Context: an optimization exercise on an open-source flow, tuned for small area and a short achievable clock period. The choices shown serve that exercise and are no tape-out recipe.
In this exercise RTL edits were held to simulation tests only and were not proved equivalent to the original.

Design iir_biquad_filter, start of the top module:
module iir_biquad_filter #(
  parameter int unsigned NB   = 10,
  parameter int unsigned NC   = 10,
  parameter int unsigned FRAC = 9
) (
  input  logic                 CLK,
  input  logic                 RST,
  input  logic signed [NB-1:0] DIN,
  input  logic                 VIN,
  input  logic                 COEF_WE,
  input  logic [2:0]           COEF_ADDR,
  input  logic signed [NC-1:0] COEF_DATA,
  input  logic                 COEF_COMMIT,
  input  logic                 FLUSH,
  input  logic                 BYPASS,
  input  logic                 CLR_SAT,
  output logic signed [NB-1:0] DOUT,
  output logic                 VOUT,
  output logic                 SAT
);
  localparam int unsigned NCOEF = 5;
  logic [NC-1:0] shd_q [NCOEF];
  logic [NC-1:0] act_q [NCOEF];
  logic [NC-1:0] act_d [NCOEF];
  logic [14:0]   shd_enc [NCOEF];
  logic [14:0]   act_e_q [NCOEF];
  logic [14:0]   enc_d [NCOEF];
  logic [NB-1:0] x1_q, x2_q, y1_q, y2_q;
  logic [NB-1:0] x1_d, x2_d, y1_d, y2_d;
  logic [NB-1:0] dout_q;
  logic          vout_q, sat_q;
  logic [21:0]   pre_a_q, pre_b_q;
  logic [21:0]   pre_a_d, pre_b_d;
  logic [21:0]   acc_c;
  logic [NB-1:0] y_c;
  logic          clip_c;
  logic          filt_c;
  always_comb begin
    for (int i = 0; i < NCOEF; i++) act_d[i] = COEF_COMMIT ? shd_q[i] : act_q[i];
  ...
clock: 11.0 ns
lec_check: 0
abc_area: 1
cap_margin: 20
core_margin: 2
core_utilization: 40
setup_slack_margin: 4.5
slew_margin: 20
synth_hierarchical: 1
synth_minimum_keep_size: 0
run.sh (not shown) runs the stock make flow with config.mk's settings and CLKGATE_MAP_FILE= SYNTH_SCRIPT=/design/flow/synth_recipe.tcl, a recipe that flattens the netlist after the stock synthesis.
The first run finished clean.
Change:
==> flow/flow/run.sh (new file) <==
#!/bin/bash
# Layout flow: the standard flow (standard.sh) with two changes: the
# ports are buffered with a plain buffer cell, and timing repair only resizes
# and swaps cells and inserts buffers, but does not clone gates. Each step's full
# output goes to a log file of its own in the work folder.
set -euo pipefail
bash standard.sh synth > synth.log 2>&1
bash standard.sh "BUFFER_PORTS_ARGS=-buffer_cell sky130_fd_sc_hd__buf_2" \
  "SETUP_MOVE_SEQUENCE=unbuffer,sizeup,swap,buffer" finish > layout.log 2>&1
==> flow/standard.sh (new file) <==
#!/bin/bash
# synth_recipe.tcl (not shown) runs the flow's synth.tcl, then flattens the netlist and writes it again
# the make line also repeats each setting of config.mk as NAME=value (left out here)
make -C /OpenROAD-flow-scripts/flow DESIGN_CONFIG=/design/flow/config.mk WORK_HOME=/design/flow/orfs CLKGATE_MAP_FILE= SYNTH_SCRIPT=/design/flow/synth_recipe.tcl "${@:-finish}"
Settings changed: SETUP_SLACK_MARGIN 4.5 to 4.
removed: flow/run.sh
Result:
- The changed run passed the timing, DRC and antenna checks
- worst setup slack loses 0.28 ns
- first-iteration DRC count rose by 0.90%
- final area shrinks by 8.2%
- fmax came out lower by 4.1%
- register-to-register slack loses 0.26 ns
- clock skew is about the same
- via count came out lower by 1.4%
- worst hold slack hardly moves
- routed wire length decreases by 7.1%
- count of clock-buffer cells in the layout goes up by 5
Change:
Settings changed: PLACE_DENSITY from default to 0.75, SETUP_SLACK_MARGIN 4 to 4.5.
Result:
- The new run ran to the end with no violations
- worst setup slack gains 0.23 ns
- via count went up by 3.2%
- clock-buffer cell count went down by 3
- critical path depth went up by 10
- synthesized area is unchanged
- die area is unchanged
- sequential cell count stays the same
- wire length went up by 2.9%
Change:
Settings changed: PLACE_DENSITY 0.75 to default.
Outcome: Non-clock buffer count rose by 6. Global-route usage came out higher by 0.17 points. Die area does not change.
Change:
==> flow/flow/run.sh (replaced) <==
#!/bin/bash
# Layout flow: the standard flow (standard.sh) with two changes: the
# ports are buffered with a plain buffer cell, and timing repair only resizes
# and swaps cells (no buffer insertion or gate cloning). Each step's full
# output goes to a log file of its own in the work folder.
set -euo pipefail
bash standard.sh synth > synth.log 2>&1
bash standard.sh "BUFFER_PORTS_ARGS=-buffer_cell sky130_fd_sc_hd__buf_2" \
  "SETUP_MOVE_SEQUENCE=unbuffer,sizeup,swap" finish > layout.log 2>&1
Settings changed: PLACE_DENSITY from default to 0.85.
Final area barely changes.
Cell count shrinks by 2.4%.
Clock skew shrinks by 0.010 ns.
Sequential cell count is unchanged.
Worst setup slack loses 0.29 ns.
Fmax shrinks by 4.4%.
Count of clock-buffer cells in the layout shrinks by 3.
Worst hold slack hardly moves.
Change:
Settings changed: CORE_UTILIZATION 40 to 50, PLACE_DENSITY 0.85 to default.
What happened: Hold slack gains 0.0036 ns. Global-route usage increases by 6.5 points. Clock skew stays flat. Cell count decreases by a few percent. Core utilization increases by 8.9 points. Wire length decreases slightly.

-- afterwards: timing with drivers on the ports --
In the flow no input, the clock included, has a driving cell. The finished layouts below were timed again as built, in two steps. Step 1, drivers: a clkbuf_16 drives CLK and a buf_2 each remaining input, both assumed. Step 2 times the ports against the registers' clock, not the clock port: input delays grow and output delays shrink by t, the midpoint of the rising clock arrivals with the driver on. a / b / c = ideal / step 1 / step 2; a / b = the first two.
run	t (ns)	slack for setup (ns)	worst setup path after step 2	clock arrival spread, ns
the first run	0.606	4.528 / 4.558 / 3.952	input to register	0.022 / 0.022
the second run	0.585	4.249 / 4.274 / 3.689	input to register	0.014 / 0.015
the third run	0.593	4.484 / 4.503 / 3.910	input to register	0.041 / 0.041
the fourth run	0.595	4.532 / 4.563 / 3.969	input to register	0.025 / 0.025
the fifth run	0.577	4.238 / 4.249 / 3.671	input to register	0.015 / 0.015
the sixth run	0.589	4.300 / 4.313 / 3.724	input to register	0.014 / 0.015
After both steps every run listed still meets setup and hold.
